This is an optimization exercise on Yosys and OpenROAD, whose aim is small area, a short achievable clock period and few clock cycles, not a production implementation.
Function was checked by simulation only, so behaviour that the tests miss may differ from the original.
Power and IR drop assume default switching activity.

===== flow/config.mk =====
export PLATFORM = sky130hd
export DESIGN_NAME = base58_encoder_unit
export DESIGN_NICKNAME = base58_encoder_unit
export VERILOG_FILES = /design/flow/design.v
export SDC_FILE = /design/flow/constraint.sdc
export NUM_CORES = 4
export LEC_CHECK = 0
export ABC_AREA = 1
export CAP_MARGIN = 20
export CORE_MARGIN = 2
export CORE_UTILIZATION = 40
export SLEW_MARGIN = 20

===== flow/constraint.sdc =====
create_clock -name core_clock -period 12.0 [get_ports {i_clk}]
set_input_delay 2.4000 -clock core_clock [delete_from_list [all_inputs] [get_ports {i_clk}]]
set_output_delay 2.4000 -clock core_clock [all_outputs]
set_load 0.01 [all_outputs]

===== flow/design.v =====
package b58enc_pkg;
    localparam int MAX_BYTES_DEF   = 32;
    localparam int DIGIT_SLOTS_DEF = 45;
    localparam int OUT_LIMIT       = 45;
    localparam int RADIX   = 58;
    localparam int BYTE_W  = 8;
    localparam int DIGIT_W = 6;
    localparam int CHAR_W  = 7;
    localparam logic [RADIX*8-1:0] ALPHABET =
        "123456789ABCDEFGHJKLMNPQRSTUVWXYZabcdefghijkmnopqrstuvwxyz";
    localparam logic [CHAR_W-1:0] ONE_CHAR = 7'h31;
    function automatic logic [CHAR_W-1:0] b58_char(input logic [DIGIT_W-1:0] d);
        if (d < DIGIT_W'(9))       b58_char = CHAR_W'(d) + CHAR_W'(8'h31);
        else if (d < DIGIT_W'(17)) b58_char = CHAR_W'(d) + CHAR_W'(8'h38);
        else if (d < DIGIT_W'(22)) b58_char = CHAR_W'(d) + CHAR_W'(8'h39);
        else if (d < DIGIT_W'(33)) b58_char = CHAR_W'(d) + CHAR_W'(8'h3A);
        else if (d < DIGIT_W'(44)) b58_char = CHAR_W'(d) + CHAR_W'(8'h40);
        else                       b58_char = CHAR_W'(d) + CHAR_W'(8'h41);
    endfunction
    function automatic logic dbl_carry(input logic [DIGIT_W-1:0] d);
        dbl_carry = d[5] | (d[4] & d[3] & d[2] & (d[1] | d[0]));
    endfunction
    function automatic logic dbl_carry2(input logic [DIGIT_W-1:0] d, input logic c);
        logic [DIGIT_W-2:0] x;
        x = d[DIGIT_W-2:0];
        if (d[DIGIT_W-1]) dbl_carry2 = (x >= 5'd12) || ((x == 5'd11) && c);
        else              dbl_carry2 = ((x >= 5'd15) && (x <= 5'd28)) || ((x == 5'd14) && c);
    endfunction
    function automatic logic [DIGIT_W-1:0] dbl_digit(input logic [DIGIT_W-1:0] d, input logic g,
                                                     input logic c);
        logic t;
        t = d[1] | d[0];
        dbl_digit = {d[4] ^ (g & d[3] & d[2] & t),
                     d[3] ^ (g & d[2] & t),
                     d[2] ^ (g & t),
                     d[1] ^ (g & !d[0]),
                     d[0] ^ g,
                     c};
    endfunction
endpackage
module base58_encoder_unit #(
    parameter int MAX_BYTES   = b58enc_pkg::MAX_BYTES_DEF,
    parameter int DIGIT_SLOTS = b58enc_pkg::DIGIT_SLOTS_DEF,
    parameter int STEP_BITS   = 4
) (
    input  logic                          i_clk,
    input  logic                          i_rst_n,
    input  logic                          i_in_valid,
    output logic                          o_in_ready,
    input  logic [b58enc_pkg::BYTE_W-1:0] i_in_data_byte,
    input  logic                          i_in_last_byte,
    output logic                          o_out_valid,
    input  logic                          i_out_ready,
    output logic [b58enc_pkg::CHAR_W-1:0] o_out_char,
    output logic                          o_out_last_char,
    output logic                          o_out_overflow
);
    localparam int ND  = 44;                     
    localparam int DW  = b58enc_pkg::DIGIT_W;
    localparam int CW  = b58enc_pkg::CHAR_W;
    localparam int BYW = b58enc_pkg::BYTE_W;
    localparam int BW  = $clog2(MAX_BYTES + 1);
    localparam int NCH = BYW / STEP_BITS;
    localparam int NW  = $clog2(NCH + 1);
    localparam int FW  = CW + 2;                 
    localparam int PW  = $clog2(ND + 1);
    typedef enum logic [1:0] {
        O_IDLE, O_ONES, O_DIG, O_FLUSH
    } t_ostate;
    logic [DW-1:0]     r_dig [ND];
    logic [DW-1:0]     n_dig [ND];
    logic [DW-1:0]     stp   [STEP_BITS+1][ND];
    logic              gc    [STEP_BITS][ND];
    logic [ND-1:0]     r_msk, n_msk;             
    logic [BYW-1:0]    r_nxt, n_nxt;
    logic              r_nxt_e, n_nxt_e;          
    logic              r_nxt_last, n_nxt_last;
    logic [BYW-1:0]    r_sh, n_sh;
    logic [NW-1:0]     r_nb, n_nb;
    logic [BW-1:0]     r_zp, n_zp;
    logic [BW-1:0]     r_bytes, n_bytes;
    logic              r_inzp, n_inzp;
    logic              r_ovf, n_ovf;
    logic              r_done, n_done;
    t_ostate           r_os, n_os;
    logic [BW-1:0]     r_ozp, n_ozp;
    logic              r_oovf, n_oovf;
    logic              r_onum, n_onum;
    logic              r_ofound, n_ofound;
    logic [PW-1:0]     r_opos, n_opos;           
    logic              r_qv, n_qv;
    logic [BW-1:0]     r_qzp, n_qzp;
    logic              r_qovf, n_qovf;
    logic              r_qnum, n_qnum;
    logic [PW-1:0]     r_qpos, n_qpos;           
    logic              r_qadj, n_qadj;
    logic              r_v0, n_v0, r_v1, n_v1;
    logic [FW-1:0]     r_f0, n_f0, r_f1, n_f1;
    logic              sel_st, sel_sh, sel_hd;
    logic              r_stall, n_stall, sure_sh;
    logic              r_rst;                    
    logic              step, last_st, consume, hand, shift, push, pop, fin;
    logic              c_full, c_zero, c_drop, c_zp, c_load;
    logic [FW-1:0]     pdata;
    logic [DW-1:0]     top;
    assign o_in_ready      = r_nxt_e;
    assign o_out_valid     = r_v0;
    assign o_out_char      = r_f0[FW-1 -: CW];
    assign o_out_last_char = r_f0[1];
    assign o_out_overflow  = r_f0[0];
    always_comb begin
        for (int i = 0; i < ND; i++) stp[0][i] = r_dig[i];
        for (int k = 0; k < STEP_BITS; k++) begin
            for (int i = 0; i < ND; i++)
                gc[k][i] = (k != 1 && k != 3) ? b58enc_pkg::dbl_carry(stp[k][i])
                         : b58enc_pkg::dbl_carry2(stp[k-1][i],
                               (i == 0) ? r_sh[BYW-k] : gc[k-1][i-1]);
            for (int i = 0; i < ND; i++) begin
                stp[k+1][i] = b58enc_pkg::dbl_digit(stp[k][i], gc[k][i],
                    (i == 0) ? r_sh[BYW-1-k] : gc[k][i-1]);
            end
        end
    end
    always_comb begin
        top        = r_dig[ND-1];
        n_os       = r_os;
        n_ozp      = r_ozp;
        n_oovf     = r_oovf;
        n_onum     = r_onum;
        n_ofound   = r_ofound;
        n_opos     = r_opos;
        n_qv       = r_qv;
        n_qzp      = r_qzp;
        n_qovf     = r_qovf;
        n_qnum     = r_qnum;
        n_qpos     = r_qpos;
        n_qadj     = r_qadj;
        n_msk      = r_msk;
        shift = 1'b0;
        push  = 1'b0;
        fin   = 1'b0;
        pdata = {b58enc_pkg::ONE_CHAR, 1'b0, r_oovf};
        unique case (r_os)
            O_IDLE: begin
            end
            O_ONES: begin
                if (r_onum && !r_ofound && (top == '0)) shift = 1'b1;
                if (!r_v1) begin
                    push     = 1'b1;
                    pdata[1] = !r_onum && (r_ozp == BW'(1));
                    n_ozp    = r_ozp - BW'(1);
                    if (r_ozp == BW'(1)) begin
                        if (r_onum) n_os = O_DIG;
                        else        fin  = 1'b1;
                    end
                end
            end
            O_DIG: begin
                if (!r_ofound && (top == '0)) begin
                    shift = 1'b1;
                end else if (!r_v1) begin
                    shift    = 1'b1;
                    push     = 1'b1;
                    pdata    = {b58enc_pkg::b58_char(top), r_opos == PW'(1), r_oovf};
                    n_ofound = 1'b1;
                    if (r_opos == PW'(1)) fin = 1'b1;
                end
            end
            O_FLUSH: begin
                shift = 1'b1;
                if (r_opos == PW'(1)) fin = 1'b1;
            end
            default: begin
                fin = 1'b1;
            end
        endcase
        sure_sh = ((r_os == O_DIG) && !r_v1) || (r_os == O_FLUSH);
        step    = (r_nb != '0) && ((sure_sh && !r_msk[0]) || !r_stall);
        last_st = (r_nb == '0) || ((r_nb == NW'(1)) && step);
        hand    = r_done && last_st && !r_qv;
        consume = !r_nxt_e && last_st && (!r_done || !r_qv);
        c_full = !hand && (r_bytes >= BW'(MAX_BYTES));
        c_zero = (hand || r_inzp) && (r_nxt == '0);
        c_drop = consume && c_full;
        c_zp   = consume && !c_full && c_zero;
        c_load = consume && !c_full && !c_zero;
        n_nxt      = r_nxt;
        n_nxt_e    = r_nxt_e || consume;
        n_nxt_last = r_nxt_last;
        if (i_in_valid && r_nxt_e) begin
            n_nxt      = i_in_data_byte;
            n_nxt_last = i_in_last_byte;
            n_nxt_e    = 1'b0;
        end
        n_zp    = hand ? BW'(c_zp) : r_zp + BW'(c_zp);
        n_bytes = hand ? BW'(consume) : r_bytes + BW'(consume && !c_full);
        n_inzp  = (hand || r_inzp) && !c_load;
        n_ovf   = (!hand && r_ovf) || c_drop;
        n_done  = (!hand && r_done) || (consume && r_nxt_last);
        if (c_load) begin
            n_sh = r_nxt;
            n_nb = NW'(NCH);
        end else if (step) begin
            n_sh = r_sh << STEP_BITS;
            n_nb = r_nb - NW'(1);
        end else begin
            n_sh = r_sh;
            n_nb = r_nb;
        end
        if (shift) begin
            n_msk  = r_msk << 1;
            n_opos = r_opos - PW'(1);
        end
        if (fin) n_os = O_IDLE;
        if ((r_os == O_IDLE) || fin) begin
            if (r_qv) begin
                n_qv     = 1'b0;
                n_ozp    = r_qzp;
                n_oovf   = r_qovf;
                n_onum   = r_qnum;
                n_ofound = 1'b0;
                n_opos   = r_qpos + PW'(r_qadj);
                if (r_qzp != '0) n_os = O_ONES;
                else             n_os = O_DIG;
            end else if (hand) begin
                n_ozp    = r_zp;
                n_oovf   = r_ovf;
                n_onum   = !r_inzp;
                n_ofound = 1'b0;
                n_opos   = r_inzp ? PW'(0) : PW'(ND);
                if (r_zp != '0) n_os = O_ONES;
                else            n_os = O_DIG;
            end
        end else if (hand) begin
            n_qv   = 1'b1;
            n_qzp  = r_zp;
            n_qovf = r_ovf;
            n_qnum = !r_inzp;
            n_qpos = r_inzp ? PW'(0) : PW'(ND) - r_opos;
            n_qadj = !r_inzp && shift;
        end
        if (hand && !r_inzp) n_msk = '1;
        n_stall = n_msk[1] || (n_msk[ND-1] && (!shift || step));
        for (int i = 0; i < ND; i++) begin
            sel_st = !r_msk[i] && step;
            sel_sh = r_msk[i] && shift;
            sel_hd = !(sel_st || sel_sh);
            n_dig[i] = ({DW{sel_st}} & stp[STEP_BITS][i])
                     | ({DW{sel_sh}} & ((i == 0) ? DW'(0) : r_dig[i-1]))
                     | ({DW{sel_hd}} & r_dig[i]);
        end
        pop  = r_v0 && i_out_ready;
        n_v0 = r_v0;
        n_v1 = r_v1;
        n_f0 = r_f0;
        n_f1 = r_f1;
        if (pop) begin
            n_f0 = r_f1;
            n_v0 = r_v1;
            n_v1 = 1'b0;
        end
        if (push && !r_rst) begin
            if (!n_v0) begin
                n_f0 = pdata;
                n_v0 = 1'b1;
            end else begin
                n_f1 = pdata;
                n_v1 = 1'b1;
            end
        end
    end
    always_ff @(posedge i_clk) begin
        for (int i = 0; i < ND; i++) r_dig[i] <= n_dig[i];
        r_rst <= !i_rst_n;
        if (!i_rst_n) begin
            r_nxt_e  <= 1'b1;
            r_v0     <= 1'b0;
            r_v1     <= 1'b0;
        end else begin
            r_nxt_e  <= n_nxt_e;
            r_v0     <= n_v0;
            r_v1     <= n_v1;
        end
        if (r_rst) begin
            r_msk    <= '1;
            r_stall  <= 1'b1;
            r_nb     <= '0;
            r_zp     <= '0;
            r_bytes  <= '0;
            r_inzp   <= 1'b1;
            r_ovf    <= 1'b0;
            r_done   <= 1'b0;
            r_os     <= O_FLUSH;
            r_opos   <= PW'(ND);
            r_qv     <= 1'b0;
        end else begin
            r_msk    <= n_msk;
            r_stall  <= n_stall;
            r_nb     <= n_nb;
            r_zp     <= n_zp;
            r_bytes  <= n_bytes;
            r_inzp   <= n_inzp;
            r_ovf    <= n_ovf;
            r_done   <= n_done;
            r_os     <= n_os;
            r_opos   <= n_opos;
            r_qv     <= n_qv;
        end
        r_nxt      <= n_nxt;
        r_nxt_last <= n_nxt_last;
        r_sh       <= n_sh;
        r_ozp      <= n_ozp;
        r_oovf     <= n_oovf;
        r_onum     <= n_onum;
        r_ofound   <= n_ofound;
        r_qzp      <= n_qzp;
        r_qovf     <= n_qovf;
        r_qnum     <= n_qnum;
        r_qpos     <= n_qpos;
        r_qadj     <= n_qadj;
        r_f0       <= n_f0;
        r_f1       <= n_f1;
    end
endmodule

===== flow/flow/run.sh =====
#!/bin/bash
# standard layout, except that synthesis maps the logic with the ABC script in
# flow/abc_area.script (more restructuring before an area-oriented mapping);
# everything else, including the synthesis passes before ABC, is ORFS's own
set -euo pipefail
WORK=$(pwd)
rm -rf "$WORK/scripts_abc"
cp -r "$FLOW_HOME/scripts" "$WORK/scripts_abc"
cp "$WORK/flow/abc_area.script" "$WORK/scripts_abc/abc_area.script"
bash standard.sh SCRIPTS_DIR="$WORK/scripts_abc" synth > "$WORK/synth.log" 2>&1
bash standard.sh SETUP_SLACK_MARGIN=7.8 > "$WORK/layout.log" 2>&1

===== flow/flow/abc_area.script =====
strash
dc2
balance
rewrite
refactor
balance
rewrite
rewrite -z
balance
refactor -z
rewrite -z
balance
dch -f
map -a -B 0.9
topo
stime -c
buffer -c
upsize -c
dnsize -c

===== flow/standard.sh =====
#!/bin/bash
# synth_recipe.tcl (not shown) runs the flow's synth.tcl, then flattens the netlist and writes it again
# the make line also repeats each setting of config.mk as NAME=value (left out here)
make -C /OpenROAD-flow-scripts/flow DESIGN_CONFIG=/design/flow/config.mk WORK_HOME=/design/flow/orfs CLKGATE_MAP_FILE= SYNTH_SCRIPT=/design/flow/synth_recipe.tcl "${@:-finish}"

==> flow_summary_export.csv, run 1 <==
group,metric,value,unit
route,drt_iter0_drc,2021,
global_routing,grt_use_total,0.194,
yosys,yosys.area.top_type_share,0.229,
yosys,postSynthCellCount,4615,
worst_hold_path,hp-class,"reg2reg",
global_routing,grt_pass1_vias,27361,
pwr,pwr-share-clk,0.196,
pwr,finalPower,0.00733,W
global_routing,antenna_found_initial,0,
timing,period_minus_slack,4.01,ns
setup_path,cp.required,9.60,ns
global_routing,grt-ovfl-total,0,
placement,place.gp.congestion,0.862,
yosys,ys_ff_latch,398,
pwr,p_int,0.00392,W
route,routed-via-count,29807,
setup_path,cp.arrival,1.61,ns
placement,hpwl,59.8,mm
die,initial_utilization,0.402,
timing,slew_headroom,0.346,
pwr,combPwrFrac,0.522,
yosys,synth_nets,4820,
run_status,status,"finished clean",
setup_path,endpoint_kind,"primary output",
timing,setup_slack,7.99,ns
yosys,synth_edf_count,43,
pwr,swShare,0.465,
setup_path,critPathSlowestCell,"clkdlybuf4s50_1",
die,floorplan.die_area,79900,sq um
clocking,clock_sinks,398,
global_routing,grt_pass1_wl,133,mm
cells_and_area,nNetsFinal,4879,
yosys,synthesis.area,31100,sq um
route,drc_errors,0,
pwr,seqPwrFrac,0.282,
timing,finalClockSkew,0.0265,ns
route,viasPerCell,5.18,
setup_path,worst-path-buf-inv,1,
route,wirelength,79.2,mm
timing,min_period_over_period,0.334,
die,row_count,102,
timing,final.setup.tns,0,ns
clocking,htree_levels,2,
pwr,peakVddDrop,0.000114,V
clocking,root_buffer,"clkbuf_16",
clocking,postCtsHoldBufs,0,
setup_path,cp_max_fo,6,
yosys,synth_flop_cell,"dfxtp_1",
timing,finalMaxSlewViolations,0,
setup_path,start_kind,"flip-flop",
timing,finalHoldViolations,0,
global_routing,grt_max_degree,53,
timing,worst_pin_slew,0.977,ns
die,coreArea,77200,sq um
die,die_w,283,um
clocking,path_clk_slew,0.06,ns
clocking,clockBufferDepth,3,
setup_path,crit_chain,"clkdlybuf4s50_1",
setup_path,worst-setup-path-type,"reg2out",
die,io_pins,24,
timing,finalSetupViolCount,0,
timing,max_freq,249,MHz
cells_and_area,diodes,0,
yosys,ys_types,72,
cells_and_area,area_growth,11.9,%
yosys,synth_area_leader_cell,"dfxtp_1",
cells_and_area,layout-drive-gt1-share,0.0741,
cells_and_area,final_util,0.450,
route,final_antenna_net_count,0,
placement,pre_cts_slack,7.66,ns
job,drv_cap,0,
cells_and_area,nFillCells,7884,
yosys,ys_warn_count,6,
clocking,cts_tree,"built",
pwr,leakage,14.9,nW
setup_path,max_stage_delay,0.60,ns
yosys,postSynthAreaPerCell,6.73,sq um
yosys,ys_seq_area_frac,0.270,
setup_path,critPathTopFamily,"buffers and inverters",
placement,port_buffers,23,
timing,rsz0062_at_grt,"true",
pwr,switchingPower,0.00341,W
clocking,clock_latency,0.59,ns
pwr,power_density,211,nW/um^2
clocking,cts-buffers-inserted,46,
route,post_drt_wl_per_cell,13.8,um
route,first_pass_iters,7,
yosys,yosys-top-cells-area,"dfxtp_1 23%, nand2_1 10%, inv_1 9.9%",
yosys,ys_async_sr_fraction,0,
die,die_h,283,um
final timing paths:
| check | start | endpoint | slack [ns] | cells after the start |
|---|---|---|---|---|
| max | r_v0 | o_out_valid | 7.99 | 1 |
| min | r_sh[4] | r_dig[0][0] | 0.45 | 2 |
| max reg2reg | r_dig[3][2] | r_dig[5][5] | 8.04 | 24 |
| min reg2reg | r_sh[4] | r_dig[0][0] | 0.45 | 2 |
layout by cell type, fill, tap and decap left out, types with 61 or more instances in the layout:
cell      synthesis  layout
nand2_1         841     828
inv_1           820     818
nor2_1          560     537
dfxtp_1         355     351
o221ai_1        241     240
o21ai_0         203     203
ha_1            192     192
xor2_1          197     182
a21oi_1         187     174
nand3_1         157     157
o21ai_1         124     113
xnor2_1          86      86
inv_2            78      80
nor3_1           69      61
state kept, by name (all words and copies together) (netlist names), 2 cells and up:
register,count
r_sh,8
r_f1,9
r_dig,264
r_os,2
r_zp,6
r_f0,9
r_opos,6
r_qzp,6
r_ozp,6
r_bytes,6
r_nb,2
r_nxt,8
r_qpos,6
r_msk,44
area by class of cell:
class / count / area (sq um) / share of cell area
sequential: 398 / 8400 / 0.242
tap: 1040 / 1300 / 0.0374
clock inverter: 17 / 160 / 0.00460
inverter: 903 / 3390 / 0.0975
multi-input combinational: 3281 / 19700 / 0.568
timing repair buffer: 44 / 388 / 0.0112
clock buffer: 69 / 1390 / 0.0400
cell families (layout without fill, tap and decap cells):
group,Yosys count,count (layout),synth area share
mux,7,7,0.00225
buf+inv,936,1033,0.113
flops,398,398,0.270
xor+xnor,284,284,0.0803
compound gates,1053,1053,0.226
fa+ha+maj,192,192,0.0773
simple gates,1745,1745,0.231
timing repair:
item,4_1_cts,5_1_grt
buffers inserted,0,16
gates resized for setup,1,118
pin swaps,0,14
endpoints found under the setup margin,1,100
metal layers:
layer  routed length, um  vias up  GRT usage  share of wire
li1                    -    15690          -              -
met1               40400    13547      0.280           0.51
met2               35200      509      0.315           0.44
met3                2720       61     0.0200          0.034
met4                 916        0     0.0339          0.012
met5                   0        -          0              0
stage by stage:
stage          cell area, sq um  std cells  hold slack, ns
5_1_grt                   34800       5752           0.483
6_report                  34800       5752           0.453
2_1_floorplan             31100       4615           0.422
3_5_place_dp              32500       5650           0.436
4_1_cts                   34100       5736           0.450
3_3_place_gp              32500       5650           0.433
synth_stat cells, types with 5 or more instances:
cell type	instances
nor3_2	5
xor2_1	197
dfxtp_1	355
a21oi_1	187
a211oi_1	21
o211ai_1	53
nand3_1	157
inv_2	78
nand3b_1	6
edfxtp_1	43
nor2_1	560
nand4_1	21
o311ai_1	7
a32oi_1	5
o21ai_1	124
o22ai_1	31
inv_1	820
o32ai_1	7
o21ai_0	203
nand2_2	8
nor2_2	11
a31oi_1	50
a21oi_2	9
and3_1	6
clkbuf_1	27
or2_2	7
nor3_1	69
nor4_1	22
ha_1	192
or2_1	21
a22oi_1	26
mux2i_1	7
nand2_1	841
xnor2_1	86
o221ai_1	241
o31ai_1	17
o21ai_2	5
o21a_1	5
o41ai_1	5
o2111ai_1	16
power groups by stage:
stage	Clock, W	Sequential [W]	Combinational [W]
after global placement	0	0.00208	0.00364
final	0.00144	0.00207	0.00383
after CTS	0.00148	0.00205	0.00369
after floorplan	0	0.00197	0.00290
after detailed placement	0	0.00208	0.00365
after global routing	0.00153	0.00212	0.00435
Testbench counts, summed over its fixed seeds: cycles 8,391.
==> run 2: changes to the inputs <==
--- a/flow/flow/run.sh
+++ b/flow/flow/run.sh
@@ -8,4 +8,4 @@
 cp -r "$FLOW_HOME/scripts" "$WORK/scripts_abc"
 cp "$WORK/flow/abc_area.script" "$WORK/scripts_abc/abc_area.script"
 bash standard.sh SCRIPTS_DIR="$WORK/scripts_abc" synth > "$WORK/synth.log" 2>&1
-bash standard.sh SETUP_SLACK_MARGIN=7.8 > "$WORK/layout.log" 2>&1
+bash standard.sh SETUP_SLACK_MARGIN=8.0 > "$WORK/layout.log" 2>&1
==> flow_summary_export.csv, run 2 <==
group,metric,value,unit
timing,finalHoldViolations,0,
yosys,postSynthAreaPerCell,6.73,sq um
route,wirelength,80.5,mm
timing,rsz0062_at_grt,"true",
setup_path,cp.required,9.60,ns
route,viasPerCell,5.19,
yosys,synth_nets,4820,
die,row_count,102,
setup_path,worst-setup-path-type,"reg2out",
cells_and_area,area_growth,16.1,%
yosys,synth_most_common_cell,"nand2_1",
yosys,ys_warn_count,6,
timing,worst_pin_slew,0.976,ns
cells_and_area,diodes,0,
timing,final.setup.tns,0,ns
timing,finalSetupViolCount,0,
yosys,ys_types,72,
global_routing,antenna_found_initial,0,
cells_and_area,layout_common_cells,"812 x inv_1, 805 x nand2_1, 499 x nor2_1, 327 x dfxtp_1, 237 x o221ai_1",
pwr,combPwrFrac,0.534,
worst_hold_path,hp-class,"reg2reg",
yosys,ys_ff_latch,398,
placement,place.gp.congestion,0.862,
pwr,leakage,15.5,nW
die,io_pins,24,
cells_and_area,nFillCells,7774,
timing,min_period_over_period,0.323,
yosys,ys_async_sr_fraction,0,
route,routed-via-count,30174,
cells_and_area,top_regs,"r_dig (264), r_msk (44)",
yosys,synthesis.area,31100,sq um
worst_hold_path,hold_path.startpoint,"r_sh[4]",
clocking,clock_latency,0.59,ns
yosys,synth_common_cells,"841 x nand2_1, 820 x inv_1, 560 x nor2_1",
cells_and_area,nNetsFinal,4936,
setup_path,start_kind,"flip-flop",
setup_path,max_stage_delay,0.54,ns
setup_path,cp.arrival,1.48,ns
setup_path,crit_start,"r_f0[6]",
yosys,synth_top_family_by_area,"simple AND/OR/NAND/NOR gates",
yosys,synth-compound-area-share,0.226,
pwr,pwr-share-clk,0.190,
yosys,yosys-top-cells-area,"dfxtp_1 23%, nand2_1 10%, inv_1 9.9%",
cells_and_area,layout.cells.non_filler,5809,
yosys,synth_edf_count,43,
cells_and_area,layout-drive-gt1-share,0.119,
die,die_h,283,um
pwr,swShare,0.467,
clocking,path_clk_slew,0.06,ns
cells_and_area,multi_input_area,20600,sq um
timing,slew_headroom,0.347,
timing,max_freq,258,MHz
route,post_drt_wl_per_cell,13.9,um
die,die_w,283,um
placement,dpl.cell_count,5650,
clocking,cts_tree,"built",
job,drv_cap,0,
cells_and_area,final_common_cell,"inv_1",
setup_path,cp_max_fo,2,
clocking,postCtsHoldBufs,0,
yosys,yosys.area.top_type_share,0.229,
yosys,synthAdderAreaFrac,0.0773,
placement,port_buffers,23,
yosys,synth_flop_cell,"dfxtp_1",
clocking,clock_sinks,398,
pwr,p_int,0.00404,W
timing,finalMaxSlewViolations,0,
setup_path,r2r_start,"r_dig[3][2]",
timing,period_minus_slack,3.88,ns
timing,finalClockSkew,0.0273,ns
clocking,cts-buffers-inserted,46,
pwr,finalPower,0.00758,W
setup_path,critPathTopFamily,"buffers and inverters",
clocking,clockBufferDepth,3,
pwr,seqPwrFrac,0.276,
global_routing,grt_max_degree,53,
placement,hpwl,59.8,mm
global_routing,grt_pass1_wl,133,mm
yosys,postSynthCellCount,4615,
setup_path,endpoint_kind,"primary output",
global_routing,grt_use_total,0.194,
cells_and_area,largest_reg_flops,264,
route,drt_iter0_drc,1797,
clocking,htree_levels,2,
route,drc_errors,0,
run_status,status,"finished clean",
pwr,power_density,210,nW/um^2
die,floorplan.die_area,79900,sq um
pwr,peakVddDrop,0.000114,V
route,first_pass_iters,5,
yosys,synthSimpleGateAreaFrac,0.231,
setup_path,rrSetupSlack,8.17,ns
cells_and_area,regMostFlops,"r_dig",
yosys,ys_seq_area_frac,0.270,
yosys,synth_area_leader_cell,"dfxtp_1",
clocking,root_buffer,"clkbuf_16",
cells_and_area,register_area,8430,sq um
die,initial_utilization,0.402,
global_routing,grt_pass1_vias,27382,
yosys,synth_xor_area_frac,0.0803,
global_routing,grt-ovfl-total,0,
setup_path,worst-path-buf-inv,1,
die,coreArea,77200,sq um
yosys,synth_mux_area_frac,0.00225,
setup_path,crit_chain,"clkdlybuf4s50_1",
pwr,switchingPower,0.00354,W
setup_path,critPathSlowestCell,"clkdlybuf4s50_1",
route,final_antenna_net_count,0,
==> run 2: cell counts after synthesis <==
Identical to the previous run, type by type.
==> run 2: worst paths after layout <==
path / end / cells past startpoint
worst min register to register: r_dig[0][0] / 2
worst min-delay path: r_dig[0][0] / 2
worst max register to register: r_dig[5][5] / 25
worst max-delay path: o_out_char[4] / 1
==> run 2: metrics by stage <==
stage / utilization / hold slack [ns] / worst slack (ns) / instance area (sq um)
2_1_floorplan: - / 0.422 / 8.59 / 31100
3_3_place_gp: 0.421 / 0.433 / 7.69 / 32500
3_5_place_dp: 0.421 / 0.436 / 7.66 / 32500
4_1_cts: 0.442 / 0.450 / 8.00 / 34200
5_1_grt: 0.467 / 0.483 / 7.91 / 36100
6_report: 0.467 / 0.452 / 8.12 / 36100
==> run 2: power groups by stage <==
stage,Sequential [W],Clock [W],Combinational (W)
6_report,0.00209,0.00144,0.00405
5_1_grt,0.00214,0.00153,0.00458
4_1_cts,0.00205,0.00148,0.00370
3_5_place_dp,0.00208,0,0.00365
3_3_place_gp,0.00208,0,0.00364
2_1_floorplan,0.00197,0,0.00290
==> run 2: cells by family (layout without fill, tap and decap cells) <==
family,count (synthesis),after routing
adders and majority gates,192,192
DFF,398,398
AOI/OAI and AO/OA,1053,1053
xor gates and xnor gates,284,284
muxes,7,7
buffers and inverters,936,1090
and+or+nand+nor,1745,1745
==> run 2: layout make-up <==
cell class / instances / area share
Inverter: 903 / 0.0940
Sequential cell: 398 / 0.234
Timing Repair Buffer: 101 / 0.0227
Tap cell: 1040 / 0.0361
Multi-Input combinational cell: 3281 / 0.570
Clock inverter: 17 / 0.00444
Clock buffer: 69 / 0.0386
==> run 2: routing by layer <==
metal,global-route usage,up-vias,wire [um]
li1,-,15803,-
met1,0.280,13833,40700
met2,0.316,475,36400
met3,0.0203,63,2490
met4,0.0339,0,950
met5,0,-,0
==> run 2: timing repair <==
item,in CTS,in global routing
endpoints found under the hold margin,0,0
buffers inserted,0,73
pin swaps,0,66
gates resized for setup,13,321
setup endpoints to repair,18,183
==> run 3: changes to the inputs <==
==> flow/flow/run.sh (replaced) <==
#!/bin/bash
# standard layout, except:
# - synthesis maps the logic with the ABC script in flow/abc_area.script (more
#   restructuring before an area-oriented mapping); the synthesis passes before ABC and
#   the registers are ORFS's own
# - timing repair after clock tree synthesis and global routing aims for 8 ns of setup
#   slack at the design's 12 ns clock (SETUP_SLACK_MARGIN), instead of the flow's 0
# each tool's output goes to a log of its own here
set -euo pipefail
WORK=$(pwd)
rm -rf "$WORK/scripts_abc"
cp -r "$FLOW_HOME/scripts" "$WORK/scripts_abc"
cp "$WORK/flow/abc_area.script" "$WORK/scripts_abc/abc_area.script"
bash standard.sh SCRIPTS_DIR="$WORK/scripts_abc" synth > "$WORK/synth.log" 2>&1
bash standard.sh SETUP_SLACK_MARGIN=8.0 > "$WORK/layout.log" 2>&1
--- a/flow/config.mk
+++ b/flow/config.mk
@@ -9,4 +9,6 @@
 export CAP_MARGIN = 20
 export CORE_MARGIN = 2
 export CORE_UTILIZATION = 40
+export CTS_CLUSTER_DIAMETER = 80
+export CTS_CLUSTER_SIZE = 32
 export SLEW_MARGIN = 20
==> flow_summary_export.csv, run 3 <==
group,metric,value,unit
run_status,status,"finished clean",
yosys,synth_area_leader_cell,"dfxtp_1",
cells_and_area,final_common_cell,"inv_1",
timing,finalHoldViolations,0,
setup_path,cp_max_fo,2,
setup_path,cp.arrival,1.51,ns
timing,whs,0.461,ns
global_routing,grt_pass1_wl,132,mm
timing,slew_headroom,0.372,
yosys,ys_ff_latch,398,
yosys,synth_flop_cell,"dfxtp_1",
yosys,synth_nets,4820,
cells_and_area,layout_common_cells,"813 x inv_1, 806 x nand2_1, 498 x nor2_1, 320 x dfxtp_1, 237 x o221ai_1",
timing,period_minus_slack,3.91,ns
die,row_count,102,
timing,min_period_over_period,0.326,
yosys,synthesis.area,31100,sq um
global_routing,grt-ovfl-total,0,
timing,setup_slack,8.09,ns
setup_path,critPathTopFamily,"buffers and inverters",
placement,pre_cts_slack,7.66,ns
die,floorplan.die_area,79900,sq um
timing,max_freq,256,MHz
die,io_pins,24,
cells_and_area,design_area,35500,sq um
clocking,path_clk_slew,0.09,ns
setup_path,path_depth,1,
global_routing,antenna_found_initial,0,
timing,finalMaxSlewViolations,0,
timing,finalClockSkew,0.0261,ns
yosys,synth_most_common_cell,"nand2_1",
placement,place.gp.congestion,0.862,
route,viasPerCell,5.22,
global_routing,globalRouteMet2Util,0.315,
route,final_antenna_net_count,0,
setup_path,critPathSlowestCell,"clkdlybuf4s50_1",
setup_path,r2r-end,"r_dig[5][5]",
setup_path,crit_chain,"clkdlybuf4s50_1",
clocking,cts_tree,"built",
worst_hold_path,hp-class,"reg2reg",
setup_path,rrSetupSlack,8.18,ns
setup_path,start_kind,"flip-flop",
route,drc_errors,0,
global_routing,grtUsageMet3,0.0150,
yosys,ys_warn_count,6,
route,routed-via-count,30135,
setup_path,worst-path-buf-inv,1,
clocking,cts-buffers-inserted,29,
yosys,yosys-top-cells-area,"dfxtp_1 23%, nand2_1 10%, inv_1 9.9%",
worst_hold_path,hold_end,"r_dig[0][0]",
global_routing,use_met1,0.279,
placement,post_dp_cell_area,32500,sq um
yosys,ys_types,72,
timing,worst_pin_slew,0.938,ns
global_routing,grt_max_degree,53,
die,die_w,283,um
yosys,ys_seq_area_frac,0.270,
pwr,leakage,15.2,nW
pwr,peakVddDrop,0.000120,V
setup_path,worst-setup-path-type,"reg2out",
setup_path,max_stage_delay,0.54,ns
setup_path,cp.required,9.60,ns
yosys,ys_async_sr_fraction,0,
timing,final.setup.tns,0,ns
yosys,synth_edf_count,43,
setup_path,endpoint_kind,"primary output",
global_routing,grt-busiest-layer,"met2",
clocking,root_buffer,"clkbuf_16",
route,post_drt_wl_per_cell,13.9,um
cells_and_area,regMostFlops,"r_dig",
timing,finalSetupViolCount,0,
cells_and_area,top_regs,"r_dig (264), r_msk (44)",
yosys,synth_common_cells,"841 x nand2_1, 820 x inv_1, 560 x nor2_1",
setup_path,reg2regPathDepth,25,
clocking,clock_latency,0.61,ns
yosys,postSynthAreaPerCell,6.73,sq um
timing,rsz0062_at_grt,"true",
cells_and_area,nNetsFinal,4917,
global_routing,grt_use_total,0.192,
global_routing,grt_pass1_vias,27160,
worst_hold_path,whs_path_depth,2,
job,drv_cap,0,
cells_and_area,diodes,0,
clocking,clockBufferDepth,3,
placement,hpwl,59.8,mm
route,drt_iter0_drc,1966,
cells_and_area,largest_reg_flops,264,
pwr,power_density,204,nW/um^2
die,die_h,283,um
setup_path,r2r_start,"r_dig[3][3]",
clocking,htree_levels,1,
clocking,clock_sinks,398,
clocking,postCtsHoldBufs,0,
route,wirelength,80.0,mm
yosys,yosys.area.top_type_share,0.229,
worst_hold_path,hold_path.startpoint,"r_sh[4]",
cells_and_area,final_util,0.460,
placement,port_buffers,23,
cells_and_area,area_growth,14.4,%
cells_and_area,layout-drive-gt1-share,0.117,
die,initial_utilization,0.402,
route,first_pass_iters,6,
yosys,postSynthCellCount,4615,
die,coreArea,77200,sq um
## run 3: how the worst max path moves through the flow
stage | slack (ns) | startpoint | end
global placement | 7.69 | i_out_ready | r_f0[5]
CTS | 8.01 | r_nxt_e | o_in_ready
global route | 7.91 | r_dig[3][3] | r_dig[5][5]
finish | 8.09 | r_f0[6] | o_out_char[4]
floorplan | 8.59 | r_dig[43][3] | r_dig[43][5]
detailed placement | 7.66 | i_out_ready | r_f0[3]
## run 3: through the flow
step / instances / total power [W]
finish: 5774 / 0.00724
global route: 5774 / 0.00791
CTS: 5703 / 0.00688
detailed placement: 5650 / 0.00573
global placement: 5650 / 0.00573
floorplan: 4615 / 0.00487
## run 3: layout make-up
type | count | area [sq um]
fill | 7833 | 41700
multi-input combinational | 3281 | 20600
sequential | 398 | 8440
inverter | 903 | 3390
tap | 1040 | 1300
timing repair buffer | 99 | 802
clock buffer | 31 | 743
clock inverter | 22 | 292
## run 3: layer usage
metal  wire (um)  vias to the layer above
met5           0                        -
met1       40100                    13809
met2       36400                      519
met3        2610                       59
li1            -                    15748
met4         919                        0
## run 3: what timing repair did
item / in CTS / in global routing
buffers inserted: 0 / 71
gates resized for setup: 13 / 325
pin swaps: 0 / 66
hold endpoints to repair: 0 / 0
endpoints found under the setup margin: 18 / 188
## run 3: cells by family (layout without fill, tap and decap cells)
family                   after synthesis  in the layout  synth area share
AO/OA/AOI/OAI                       1053           1053             0.226
XOR/XNOR                             284            284            0.0803
adder cells (fa/ha/maj)              192            192            0.0773
buffers and inverters                936           1055             0.113
flip-flops                           398            398             0.270
multiplexers                           7              7           0.00225
AND/OR/NAND/NOR                     1745           1745             0.231
## run 3: power by group
group,total (W),switching [W],leakage (nW),internal (W)
Combinational,0.00405,0.00258,11.4,0.00147
Clock,0.00110,0.000586,0.505,0.000511
Sequential,0.00209,0.000370,3.29,0.00172
Total,0.00724,0.00354,15.2,0.00370
==> run 4: changes to the inputs <==
--- a/flow/config.mk
+++ b/flow/config.mk
@@ -10,5 +10,5 @@
 export CORE_MARGIN = 2
 export CORE_UTILIZATION = 40
 export CTS_CLUSTER_DIAMETER = 80
-export CTS_CLUSTER_SIZE = 32
+export CTS_CLUSTER_SIZE = 24
 export SLEW_MARGIN = 20
==> flow_summary_export.csv, run 4 <==
group,metric,value,unit
run_status,status,"finished clean",
setup_path,worst-setup-path-type,"reg2out",
pwr,pwr-share-clk,0.153,
cells_and_area,multi_input_area,20600,sq um
cells_and_area,regMostFlops,"r_dig",
timing,max_freq,256,MHz
timing,worst_pin_slew,0.951,ns
die,row_count,102,
setup_path,reg2regPathDepth,25,
cells_and_area,largest_reg_flops,264,
timing,finalMaxSlewViolations,0,
die,io_pins,24,
setup_path,crit_chain,"clkdlybuf4s50_1",
route,wirelength,80.1,mm
yosys,postSynthCellCount,4615,
cells_and_area,nFillCells,7822,
yosys,ys_seq_area_frac,0.270,
die,die_w,283,um
setup_path,critPathTopFamily,"buffers and inverters",
clocking,clock_sinks,398,
job,drv_cap,0,
timing,rsz0062_at_grt,"true",
yosys,ys_ff_latch,398,
global_routing,grt_pass1_vias,27169,
setup_path,critPathSlowestCell,"clkdlybuf4s50_1",
cells_and_area,final_common_cell,"inv_1",
timing,final.setup.tns,0,ns
setup_path,cp_max_fo,2,
yosys,synth_nets,4820,
pwr,seqPwrFrac,0.288,
placement,place.gp.congestion,0.862,
cells_and_area,nNetsFinal,4917,
yosys,synth_area_leader_cell,"dfxtp_1",
pwr,peakVddDrop,0.000119,V
global_routing,antenna_found_initial,0,
pwr,leakage,15.2,nW
cells_and_area,diodes,0,
die,initial_utilization,0.402,
setup_path,endpoint_kind,"primary output",
placement,pre_cts_slack,7.66,ns
timing,finalSetupViolCount,0,
cells_and_area,register_area,8440,sq um
setup_path,start_kind,"flip-flop",
route,drc_errors,0,
setup_path,path_depth,1,
yosys,synthesis.area,31100,sq um
timing,setup_slack,8.10,ns
yosys,ys_warn_count,6,
setup_path,cp.arrival,1.50,ns
route,post_drt_wl_per_cell,13.9,um
cells_and_area,top_regs,"r_dig (264), r_msk (44)",
die,coreArea,77200,sq um
clocking,cts-buffers-inserted,29,
clocking,path_clk_slew,0.09,ns
clocking,htree_levels,1,
clocking,clock_latency,0.61,ns
global_routing,grt_max_degree,53,
pwr,switchingPower,0.00353,W
global_routing,grt_use_total,0.192,
setup_path,worst-path-buf-inv,1,
route,first_pass_iters,8,
timing,slew_headroom,0.364,
cells_and_area,layout-drive-gt1-share,0.116,
worst_hold_path,hp-class,"reg2reg",
route,final_antenna_net_count,0,
yosys,yosys.area.top_type_share,0.229,
clocking,cts_tree,"built",
cells_and_area,area_growth,14.4,%
yosys,ys_types,72,
yosys,synth_edf_count,43,
timing,whs,0.461,ns
timing,finalHoldViolations,0,
yosys,synth_flop_cell,"dfxtp_1",
timing,period_minus_slack,3.90,ns
setup_path,max_stage_delay,0.54,ns
pwr,power_density,204,nW/um^2
global_routing,grt-ovfl-total,0,
pwr,p_int,0.00373,W
yosys,yosys-top-cells-area,"dfxtp_1 23%, nand2_1 10%, inv_1 9.9%",
worst_hold_path,whs_path_depth,2,
die,floorplan.die_area,79900,sq um
route,drt_iter0_drc,2030,
pwr,swShare,0.486,
yosys,ys_async_sr_fraction,0,
placement,hpwl,59.8,mm
yosys,synth_common_cells,"841 x nand2_1, 820 x inv_1, 560 x nor2_1",
timing,finalClockSkew,0.0246,ns
cells_and_area,layout_common_cells,"813 x inv_1, 806 x nand2_1, 498 x nor2_1, 322 x dfxtp_1, 237 x o221ai_1",
clocking,root_buffer,"clkbuf_16",
die,die_h,283,um
placement,port_buffers,23,
yosys,synth_most_common_cell,"nand2_1",
pwr,combPwrFrac,0.559,
global_routing,grt_pass1_wl,132,mm
route,viasPerCell,5.21,
timing,min_period_over_period,0.325,
clocking,clockBufferDepth,3,
route,routed-via-count,30085,
yosys,postSynthAreaPerCell,6.73,sq um
setup_path,cp.required,9.60,ns
clocking,postCtsHoldBufs,0,
-- run 4: worst min-delay path, delay by kind of cell, from the launching register on --
kind / cells / cell delay, ns
simple gates: 1 / 0.05
compound gates: 1 / 0.06
flops: 1 / 0.33
-- run 4: layout make-up --
class	instances	area share
Timing Repair Buffer	99	0.0226
Clock inverter	22	0.00838
Tap cell	1040	0.0366
Sequential cell	398	0.237
Multi-Input combinational cell	3281	0.578
Clock buffer	31	0.0212
Inverter	903	0.0954
-- run 4: timing repair --
action | 4_1_cts | 5_1_grt
cloned | 0 | 0
buffers inserted | 0 | 71
setup endpoints to repair | 18 | 187
resized for setup | 13 | 322
pin swaps | 0 | 66
-- run 4: final timing paths --
path / startpoint / endpoint / slack (ns)
worst max-delay path: r_f0[6] / o_out_char[4] / 8.10
worst min-delay path: r_sh[4] / r_dig[0][0] / 0.46
worst max register to register: r_dig[3][3] / r_dig[5][5] / 8.19
worst min register to register: r_sh[4] / r_dig[0][0] / 0.46
-- run 4: power by group through the flow --
stage                     registers, W  clock network [W]  logic, W
after floorplan                0.00197                  0   0.00290
after global placement         0.00208                  0   0.00364
after detailed placement       0.00208                  0   0.00365
after CTS                      0.00205            0.00114   0.00370
after global routing           0.00214            0.00119   0.00459
final                          0.00209            0.00111   0.00405
-- run 4: cells by family (layout without fill, tap and decap cells) --
| group | count (synthesis) | count (layout) | share of synthesized area |
|---|---|---|---|
| buffers and inverters | 936 | 1055 | 0.113 |
| XOR/XNOR | 284 | 284 | 0.0803 |
| AO/OA/AOI/OAI | 1053 | 1053 | 0.226 |
| AND/OR/NAND/NOR | 1745 | 1745 | 0.231 |
| adder cells (fa/ha/maj) | 192 | 192 | 0.0773 |
| multiplexers | 7 | 7 | 0.00225 |
| flip-flops | 398 | 398 | 0.270 |
-- run 4: routing by layer --
metal | track usage | wire length [um]
met3 | 0.0150 | 2410
met1 | 0.279 | 40300
met4 | 0.0285 | 888
met2 | 0.315 | 36400
met5 | 0 | 0
-- run 4: per-stage QoR --
step / power, W / cell area [sq um] / utilization / std cells
after floorplan: 0.00487 / 31100 / - / 4615
final: 0.00726 / 35600 / 0.460 / 5774
after CTS: 0.00689 / 33700 / 0.436 / 5703
after global routing: 0.00792 / 35600 / 0.460 / 5774
after global placement: 0.00573 / 32500 / 0.421 / 5650
after detailed placement: 0.00573 / 32500 / 0.421 / 5650
==> run 5: changes to the inputs <==
--- a/flow/config.mk
+++ b/flow/config.mk
@@ -8,7 +8,7 @@
 export ABC_AREA = 1
 export CAP_MARGIN = 20
 export CORE_MARGIN = 2
-export CORE_UTILIZATION = 40
+export CORE_UTILIZATION = 70
 export CTS_CLUSTER_DIAMETER = 80
 export CTS_CLUSTER_SIZE = 24
 export SLEW_MARGIN = 20
==> flow_summary_export.csv, run 5 <==
group,metric,value,unit
cells_and_area,layout-drive-gt1-share,0.107,
placement,hpwl,56.6,mm
placement,port_buffers,23,
die,floorplan.die_area,46100,sq um
clocking,clockBufferDepth,3,
timing,min_period_over_period,0.330,
clocking,clock_sinks,398,
yosys,synth_most_common_cell,"nand2_1",
clocking,clock_latency,0.59,ns
die,die_h,215,um
yosys,postSynthCellCount,4615,
global_routing,grt_pass1_wl,127,mm
die,initial_utilization,0.706,
timing,finalMaxSlewViolations,0,
job,drv_cap,0,
setup_path,endpoint_kind,"primary output",
yosys,synth_area_leader_cell,"dfxtp_1",
placement,place.gp.congestion,0.915,
timing,slew_headroom,0.390,
setup_path,reg2regPathDepth,22,
setup_path,worst-path-buf-inv,1,
placement,dpl.cell_count,5202,
timing,period_minus_slack,3.96,ns
route,drc_errors,0,
yosys,synth_common_cells,"841 x nand2_1, 820 x inv_1, 560 x nor2_1",
yosys,synth_nets,4820,
yosys,synth_edf_count,43,
timing,max_freq,252,MHz
yosys,ys_seq_area_frac,0.270,
timing,finalSetupViolCount,0,
timing,setup_slack,8.04,ns
route,viasPerCell,5.84,
global_routing,grt_use_total,0.314,
clocking,postCtsHoldBufs,0,
timing,rsz0062_at_grt,"true",
pwr,power_density,204,nW/um^2
cells_and_area,area_growth,11.0,%
run_status,status,"finished clean",
timing,finalClockSkew,0.0247,ns
cells_and_area,regMostFlops,"r_dig",
setup_path,cp.arrival,1.56,ns
placement,post_dp_cell_area,32000,sq um
setup_path,worst-setup-path-type,"reg2out",
yosys,ys_warn_count,6,
pwr,leakage,15.0,nW
setup_path,critPathSlowestCell,"clkdlybuf4s50_1",
placement,pre_cts_slack,7.78,ns
route,routed-via-count,30938,
setup_path,critPathTopFamily,"buffers and inverters",
yosys,synthesis.area,31100,sq um
route,first_pass_iters,7,
route,post_drt_wl_per_cell,14.6,um
clocking,path_clk_slew,0.10,ns
global_routing,grt_pass1_vias,27610,
cells_and_area,nFillCells,3455,
yosys,yosys-top-cells-area,"dfxtp_1 23%, nand2_1 10%, inv_1 9.9%",
cells_and_area,multi_input_area,20500,sq um
global_routing,grt_max_degree,53,
setup_path,max_stage_delay,0.57,ns
timing,finalHoldViolations,0,
yosys,ys_types,72,
global_routing,antenna_found_initial,0,
die,row_count,77,
yosys,yosys.area.top_type_share,0.229,
clocking,root_buffer,"clkbuf_16",
cells_and_area,nNetsFinal,4892,
yosys,synth_flop_cell,"dfxtp_1",
cells_and_area,design_area,34500,sq um
cells_and_area,layout.cells.non_filler,5294,
clocking,htree_levels,1,
cells_and_area,largest_reg_flops,264,
cells_and_area,layout_common_cells,"811 x inv_1, 811 x nand2_1, 506 x nor2_1, 319 x dfxtp_1, 239 x o221ai_1",
cells_and_area,register_area,8450,sq um
worst_hold_path,whs_path_depth,2,
clocking,cts-buffers-inserted,23,
route,drt_iter0_drc,2738,
die,die_w,215,um
die,io_pins,24,
timing,worst_pin_slew,0.912,ns
cells_and_area,top_regs,"r_dig (264), r_msk (44)",
clocking,cts_tree,"built",
cells_and_area,diodes,0,
setup_path,cp_max_fo,4,
timing,final.setup.tns,0,ns
setup_path,start_kind,"flip-flop",
route,final_antenna_net_count,0,
pwr,peakVddDrop,0.000127,V
setup_path,path_depth,1,
route,wirelength,77.5,mm
yosys,ys_ff_latch,398,
die,coreArea,44000,sq um
global_routing,grt-ovfl-total,0,
setup_path,crit_chain,"clkdlybuf4s50_1",
yosys,ys_async_sr_fraction,0,
worst_hold_path,hp-class,"reg2reg",
setup_path,cp.required,9.60,ns
yosys,postSynthAreaPerCell,6.73,sq um
==> run 5: report_power, final <==
part	internal (W)	total (W)	switching [W]
Sequential	0.00172	0.00209	0.000371
Combinational	0.00143	0.00404	0.00260
Clock	0.000409	0.000902	0.000493
Total	0.00356	0.00703	0.00347
==> run 5: cell type report <==
type,instances,area share
Clock buffer,30,0.0183
Clock inverter,10,0.00374
Inverter,903,0.0983
Multi-Input combinational cell,3281,0.594
Sequential cell,398,0.245
Tap cell,592,0.0215
Timing Repair Buffer,80,0.0191
==> run 5: worst reg2reg max path, cell delays in order (launching register included) <==
cell,delay (ns)
dfxtp_1,0.39
nor2_1,0.27
nor4_4,0.06
nor2_1,0.31
o21ai_0,0.15
nand3_1,0.11
nand2_2,0.10
inv_1,0.15
a21oi_1,0.08
xor2_1,0.21
nor2_1,0.22
nand3_1,0.11
and2_4,0.19
inv_1,0.16
a41oi_1,0.15
o211ai_1,0.34
o21ai_1,0.14
nor2_1,0.15
nand2_1,0.08
nand2_1,0.08
a21oi_1,0.06
o21ai_0,0.09
o221ai_1,0.15
==> run 5: worst paths after layout <==
check | startpoint | endpoint | slack (ns)
worst max-delay path | r_nxt_e | o_in_ready | 8.04
worst min-delay path | r_dig[41][2] | r_dig[41][2] | 0.48
worst max register to register | r_dig[33][1] | r_dig[35][5] | 8.12
worst min register to register | r_dig[41][2] | r_dig[41][2] | 0.48
==> run 5: kinds of logic after synthesis <==
kind of cell / Yosys count / share of synthesized area
AND/OR/NAND/NOR: 1745 / 0.231
AO/OA/AOI/OAI: 1053 / 0.226
buffers and inverters: 936 / 0.113
flip-flops: 398 / 0.270
XOR/XNOR: 284 / 0.0803
adder cells (fa/ha/maj): 192 / 0.0773
multiplexers: 7 / 0.00225
==> run 5: through the flow <==
step | power (W) | hold WS [ns] | util
after floorplan | 0.00487 | 0.422 | -
after global placement | 0.00564 | 0.450 | 0.726
after detailed placement | 0.00569 | 0.456 | 0.726
after CTS | 0.00661 | 0.482 | 0.744
after global routing | 0.00762 | 0.498 | 0.784
final | 0.00703 | 0.482 | 0.784
==> run 5: layer usage <==
layer  vias to the layer above  track usage  part of all wire
li1                      15681            -                 -
met1                     14256        0.439              0.46
met3                        94       0.0258             0.054
met5                         -            0                 0
met2                       907        0.530              0.47
met4                         0       0.0641             0.015
==> run 5: what timing repair did <==
item	CTS	global route
setup buffers	0	52
cloned	0	0
resized for setup	7	322
pin swaps	0	56
setup endpoints to repair	14	182
==> run 6: changes to the inputs <==
--- a/flow/config.mk
+++ b/flow/config.mk
@@ -8,7 +8,7 @@
 export ABC_AREA = 1
 export CAP_MARGIN = 20
 export CORE_MARGIN = 2
-export CORE_UTILIZATION = 70
+export CORE_UTILIZATION = 60
 export CTS_CLUSTER_DIAMETER = 80
 export CTS_CLUSTER_SIZE = 24
 export SLEW_MARGIN = 20
==> flow_summary_export.csv, run 6 <==
group,metric,value,unit
yosys,yosys.area.top_type_share,0.229,
timing,min_period_over_period,0.328,
setup_path,cp_max_fo,6,
run_status,status,"finished clean",
yosys,synth_edf_count,43,
yosys,synthesis.area,31100,sq um
setup_path,cp.arrival,1.54,ns
die,coreArea,51300,sq um
global_routing,antenna_found_initial,0,
setup_path,critPathTopFamily,"buffers and inverters",
global_routing,grt_use_total,0.275,
route,post_drt_wl_per_cell,14.4,um
setup_path,rrSetupSlack,8.20,ns
cells_and_area,layout.cells.non_filler,5391,
die,initial_utilization,0.606,
pwr,power_density,207,nW/um^2
route,routed-via-count,30212,
route,drt_iter0_drc,1988,
clocking,clock_latency,0.61,ns
route,drc_errors,0,
yosys,synth_nets,4820,
pwr,seqPwrFrac,0.290,
setup_path,worst-path-buf-inv,1,
pwr,switchingPower,0.00351,W
setup_path,max_stage_delay,0.55,ns
yosys,postSynthAreaPerCell,6.73,sq um
setup_path,endpoint_kind,"primary output",
global_routing,grt_max_degree,47,
cells_and_area,area_growth,11.9,%
route,first_pass_iters,5,
timing,worst_pin_slew,0.800,ns
setup_path,worst-setup-path-type,"reg2out",
placement,place.gp.congestion,0.899,
global_routing,grt-busiest-layer,"met2",
cells_and_area,nFillCells,4685,
timing,max_freq,254,MHz
placement,post_dp_cell_area,32100,sq um
setup_path,path_depth,1,
timing,finalMaxSlewViolations,0,
cells_and_area,top_regs,"r_dig (264), r_msk (44)",
global_routing,grt-ovfl-total,0,
pwr,swShare,0.487,
yosys,ys_seq_area_frac,0.270,
yosys,ys_async_sr_fraction,0,
clocking,path_clk_slew,0.09,ns
route,viasPerCell,5.60,
worst_hold_path,whs_path_depth,0,
pwr,p_int,0.00370,W
placement,hpwl,57.7,mm
pwr,leakage,15.0,nW
cells_and_area,largest_reg_flops,264,
global_routing,use_met1,0.381,
yosys,postSynthCellCount,4615,
die,row_count,83,
job,drv_cap,0,
timing,slew_headroom,0.465,
cells_and_area,design_area,34800,sq um
pwr,peakVddDrop,0.000118,V
timing,rsz0062_at_grt,"true",
die,die_w,232,um
clocking,cts-buffers-inserted,29,
setup_path,start_kind,"flip-flop",
worst_hold_path,hold_end,"r_f1[0]",
setup_path,crit_chain,"clkdlybuf4s50_1",
timing,finalHoldViolations,0,
global_routing,grt_pass1_wl,128,mm
cells_and_area,layout_common_cells,"812 x inv_1, 812 x nand2_1, 508 x nor2_1, 319 x dfxtp_1, 239 x o221ai_1",
yosys,synth_area_leader_cell,"dfxtp_1",
timing,final.setup.tns,0,ns
placement,dpl.cell_count,5291,
placement,port_buffers,23,
timing,finalClockSkew,0.0199,ns
yosys,ys_warn_count,6,
clocking,clockBufferDepth,3,
global_routing,grtUsageMet3,0.0225,
die,die_h,232,um
cells_and_area,layout-drive-gt1-share,0.107,
yosys,synth_common_cells,"841 x nand2_1, 820 x inv_1, 560 x nor2_1",
setup_path,r2r-end,"r_dig[6][5]",
clocking,root_buffer,"clkbuf_16",
die,io_pins,24,
yosys,synth_most_common_cell,"nand2_1",
route,wirelength,77.6,mm
clocking,htree_levels,1,
worst_hold_path,hp-class,"reg2reg",
setup_path,critPathSlowestCell,"clkdlybuf4s50_1",
yosys,synth_flop_cell,"dfxtp_1",
pwr,combPwrFrac,0.551,
yosys,yosys-top-cells-area,"dfxtp_1 23%, nand2_1 10%, inv_1 9.9%",
cells_and_area,diodes,0,
clocking,clock_sinks,398,
route,final_antenna_net_count,0,
setup_path,cp.required,9.60,ns
worst_hold_path,hold_path.startpoint,"r_oovf",
timing,period_minus_slack,3.94,ns
global_routing,grt_pass1_vias,27178,
setup_path,reg2regPathDepth,25,
timing,finalSetupViolCount,0,
die,floorplan.die_area,53600,sq um
global_routing,globalRouteMet2Util,0.470,
timing,whs,0.473,ns
yosys,ys_types,72,
pwr,pwr-share-clk,0.159,
yosys,ys_ff_latch,398,
cells_and_area,regMostFlops,"r_dig",
clocking,cts_tree,"built",
setup_path,r2r_start,"r_dig[4][3]",
cells_and_area,nNetsFinal,4893,
==> run 6: cell families after synthesis <==
kind of cell | after synthesis | share of synthesized area
AND/OR/NAND/NOR | 1745 | 0.231
AO/OA/AOI/OAI | 1053 | 0.226
XOR/XNOR | 284 | 0.0803
buffers and inverters | 936 | 0.113
multiplexers | 7 | 0.00225
flip-flops | 398 | 0.270
adder cells (fa/ha/maj) | 192 | 0.0773
==> run 6: power groups by stage <==
stage                     combinational, W  sequential, W  clock [W]
after floorplan                    0.00290        0.00197          0
after detailed placement           0.00362        0.00208          0
final                              0.00398        0.00209    0.00115
after global placement             0.00360        0.00208          0
after global routing               0.00449        0.00214    0.00122
after CTS                          0.00366        0.00205    0.00117
==> run 6: worst max path at each step <==
stage,from,slack [ns],end
finish,r_v0,8.06,o_out_valid
detailed placement,r_dig[43][0],7.65,r_ozp[0]
floorplan,r_dig[43][3],8.59,r_dig[43][5]
CTS,r_dig[43][0],7.98,r_opos[0]
global route,r_dig[27][2],7.77,r_dig[29][5]
global placement,r_dig[43][0],7.67,r_ozp[0]
==> run 6: per-stage QoR <==
step | total power (W) | util | setup slack, ns
2_1_floorplan | 0.00487 | - | 8.59
6_report | 0.00722 | 0.678 | 8.06
3_3_place_gp | 0.00568 | 0.626 | 7.67
4_1_cts | 0.00688 | 0.648 | 7.98
5_1_grt | 0.00785 | 0.678 | 7.77
3_5_place_dp | 0.00570 | 0.626 | 7.65
==> run 6: final cells by class <==
class                           count  area (sq um)  area share
Multi-Input combinational cell   3281         20400       0.585
Sequential cell                   398          8450       0.243
Inverter                          903          3400      0.0976
Tap cell                          680           851      0.0245
Clock buffer                       31           743      0.0214
Timing Repair Buffer               75           621      0.0178
Clock inverter                     23           375      0.0108
==> run 6: metal layers <==
| layer | vias up | part of all wire |
|---|---|---|
| li1 | 15696 | - |
| met1 | 13838 | 0.48 |
| met2 | 600 | 0.47 |
| met3 | 78 | 0.039 |
| met4 | 0 | 0.012 |
| met5 | - | 0 |
==> run 6: repair_timing <==
item,4_1_cts,5_1_grt
pin swaps,0,52
endpoints found under the setup margin,17,195
hold buffers,0,0
buffers inserted,0,46
hold endpoints to repair,0,0
gates cloned,0,0
gates resized for setup,11,292
==> run 7: changes to the inputs <==
==> flow/flow/run.sh (replaced) <==
#!/bin/bash
# standard layout, except:
# - synthesis maps the logic with the ABC script in flow/abc_area.script (more
#   restructuring before an area-oriented mapping); the synthesis passes before ABC and
#   the registers are ORFS's own
# - timing repair after clock tree synthesis and global routing aims for 8.2 ns of setup
#   slack at the design's 12 ns clock (SETUP_SLACK_MARGIN), instead of the flow's 0
# each tool's output goes to a log of its own here
set -euo pipefail
WORK=$(pwd)
rm -rf "$WORK/scripts_abc"
cp -r "$FLOW_HOME/scripts" "$WORK/scripts_abc"
cp "$WORK/flow/abc_area.script" "$WORK/scripts_abc/abc_area.script"
bash standard.sh SCRIPTS_DIR="$WORK/scripts_abc" synth > "$WORK/synth.log" 2>&1
bash standard.sh SETUP_SLACK_MARGIN=8.2 > "$WORK/layout.log" 2>&1
==> flow_summary_export.csv, run 7 <==
group,metric,value,unit
run_status,status,"finished clean",
route,drt_iter0_drc,2059,
cells_and_area,layout_common_cells,"783 x inv_1, 781 x nand2_1, 465 x nor2_1, 284 x dfxtp_1, 236 x o221ai_1",
timing,finalClockSkew,0.0219,ns
yosys,synth_most_common_cell,"nand2_1",
clocking,htree_levels,1,
cells_and_area,final_common_cell,"inv_1",
setup_path,worst-path-buf-inv,4,
yosys,ys_ff_latch,398,
global_routing,antenna_found_initial,0,
cells_and_area,area_growth,18.6,%
global_routing,grt-ovfl-total,0,
timing,min_period_over_period,0.314,
setup_path,cp_max_fo,3,
yosys,ys_types,72,
timing,finalSetupViolCount,0,
yosys,postSynthAreaPerCell,6.73,sq um
placement,port_buffers,23,
pwr,finalPower,0.00765,W
yosys,ys_seq_area_frac,0.270,
cells_and_area,layout-drive-gt1-share,0.176,
timing,max_freq,265,MHz
timing,slew_headroom,0.463,
clocking,cts-buffers-inserted,29,
global_routing,grt_pass1_wl,129,mm
clocking,root_buffer,"clkbuf_16",
yosys,synth_nets,4820,
setup_path,worst-setup-path-type,"reg2reg",
die,floorplan.die_area,53600,sq um
route,post_drt_wl_per_cell,14.7,um
setup_path,cp.arrival,4.27,ns
die,io_pins,24,
clocking,clockBufferDepth,3,
cells_and_area,register_area,8520,sq um
placement,dpl.cell_count,5291,
route,drc_errors,0,
global_routing,grt_pass1_vias,27485,
yosys,synth_edf_count,43,
setup_path,crit_chain,"inv_2, nor2_4, inv_2, nor3_4, nor2_4, a211oi_2, nor2_1, o21ai_1, nand2_2, a21oi_2, inv_1, or2_4, nand2_2, nand2_2, xor2_2, buf_4, nor3_2, a21oi_1, o311ai_2, nand2_1, nor2_2, o21ai_2, o21ai_2, o221ai_2",
clocking,clock_latency,0.62,ns
cells_and_area,diodes,0,
timing,rsz0062_at_grt,"true",
cells_and_area,top_regs,"r_dig (264), r_msk (44)",
yosys,yosys.area.top_type_share,0.229,
timing,finalHoldViolations,0,
route,first_pass_iters,5,
yosys,synth_common_cells,"841 x nand2_1, 820 x inv_1, 560 x nor2_1",
worst_hold_path,hp-class,"reg2reg",
cells_and_area,largest_reg_flops,264,
setup_path,cp.required,12.50,ns
die,initial_utilization,0.606,
route,viasPerCell,5.63,
yosys,yosys-top-cells-area,"dfxtp_1 23%, nand2_1 10%, inv_1 9.9%",
setup_path,critPathSlowestCell,"dfxtp_2",
cells_and_area,nNetsFinal,4996,
yosys,ys_async_sr_fraction,0,
clocking,cts_tree,"built",
cells_and_area,nFillCells,4413,
die,row_count,83,
clocking,clock_sinks,398,
route,routed-via-count,30945,
clocking,path_clk_slew,0.09,ns
pwr,leakage,15.9,nW
placement,hpwl,57.7,mm
yosys,ys_warn_count,6,
placement,pre_cts_slack,7.65,ns
yosys,synth_flop_cell,"dfxtp_1",
setup_path,start_kind,"flip-flop",
yosys,synth_area_leader_cell,"dfxtp_1",
yosys,postSynthCellCount,4615,
timing,setup_slack,8.23,ns
setup_path,max_stage_delay,0.35,ns
timing,final.setup.tns,0,ns
placement,post_dp_cell_area,32100,sq um
cells_and_area,design_area,36800,sq um
clocking,postCtsHoldBufs,0,
cells_and_area,layout.cells.non_filler,5494,
setup_path,cp_common_cell,"nand2_2",
die,die_w,232,um
pwr,peakVddDrop,0.000118,V
pwr,power_density,208,nW/um^2
yosys,synthesis.area,31100,sq um
cells_and_area,multi_input_area,21600,sq um
placement,place.gp.congestion,0.899,
cells_and_area,regMostFlops,"r_dig",
die,die_h,232,um
timing,period_minus_slack,3.77,ns
setup_path,endpoint_kind,"flip-flop",
die,coreArea,51300,sq um
route,wirelength,80.9,mm
timing,finalMaxSlewViolations,0,
timing,worst_pin_slew,0.802,ns
job,drv_cap,0,
route,final_antenna_net_count,0,
global_routing,grt_use_total,0.278,
global_routing,grt_max_degree,47,
setup_path,critPathTopFamily,"simple AND/OR/NAND/NOR gates",
run 7: metal layers:
metal | wire length [um] | share of wire | GRT usage
met1 | 37700 | 0.47 | 0.383
met2 | 38700 | 0.48 | 0.478
met3 | 3320 | 0.041 | 0.0220
met4 | 1190 | 0.015 | 0.0517
met5 | 0 | 0 | 0
run 7: path summary, 6_finish.rpt:
path,start,end,slack [ns],depth (start not counted)
worst min register to register,r_oovf,r_f1[0],0.47,0
worst max register to register,r_dig[11][2],r_dig[12][5],8.23,24
worst max-delay path,r_dig[11][2],r_dig[12][5],8.23,24
worst min-delay path,r_oovf,r_f1[0],0.47,0
run 7: power by group:
group	leakage [nW]	internal, W	switching, W
combinational	12.0	0.00162	0.00276
clock	0.538	0.000559	0.000593
sequential	3.31	0.00174	0.000388
run 7: final cells by class:
class,instances,area share
Multi-Input combinational cell,3281,0.585
Sequential cell,398,0.231
Inverter,903,0.0925
Timing Repair Buffer,178,0.0375
Tap cell,680,0.0231
Clock buffer,31,0.0202
Clock inverter,23,0.0102
run 7: cell families (layout without fill, tap and decap cells):
kind of cell	after synthesis	after routing	share of synthesized area
AND/OR/NAND/NOR	1745	1745	0.231
AO/OA/AOI/OAI	1053	1053	0.226
buffers and inverters	936	1135	0.113
flip-flops	398	398	0.270
XOR/XNOR	284	284	0.0803
adder cells (fa/ha/maj)	192	192	0.0773
multiplexers	7	7	0.00225
run 7: stage by stage:
step	hold WS (ns)	util
after CTS	0.477	0.656
after floorplan	0.422	-
after global routing	0.490	0.718
after global placement	0.459	0.626
final	0.473	0.718
after detailed placement	0.448	0.626
run 7: repair_timing:
| item | 4_1_cts | 5_1_grt |
|---|---|---|
| buffers inserted | 9 | 140 |
| resized for setup | 91 | 561 |
| setup endpoints to repair | 114 | 218 |
| pin swaps | 11 | 157 |

[re-timing with driven ports]
No port has a modelled driver above. Below, the same layouts with a new extraction and two added sets of constraints.
Step 1: set_driving_cell puts a clkbuf_16 on i_clk and a buf_2 on each other input, an assumption about the parent block.
Step 2 adds t to the input delays and takes it off the output delays; t is the mean of the earliest and latest rising clock arrival at the registers after step 1. Input paths then give back, and output paths get back, about the clock's delay inside the block.
a / b / c = no drivers / after step 1 / after step 2; a / b = the first two.
run	t (ns)	setup slack, ns	slew at the worst register clock pin (ns)
run 1	0.635	7.992 / 7.935 / 7.923	0.06 / 0.06
run 2	0.635	8.118 / 8.061 / 7.926	0.07 / 0.07
run 3	0.659	8.089 / 8.028 / 7.921	0.10 / 0.10
run 4	0.658	8.097 / 8.034 / 7.920	0.10 / 0.10
run 5	0.631	8.036 / 7.979 / 7.908	0.10 / 0.10
run 6	0.666	8.065 / 8.002 / 7.922	0.10 / 0.10
run 7	0.670	8.231 / 8.231 / 7.917	0.10 / 0.10
After both steps setup and hold are still met in every run listed. The setup slack of run 7, which loses most, moves by 0.000 ns with the drivers and by -0.314 ns with both steps.
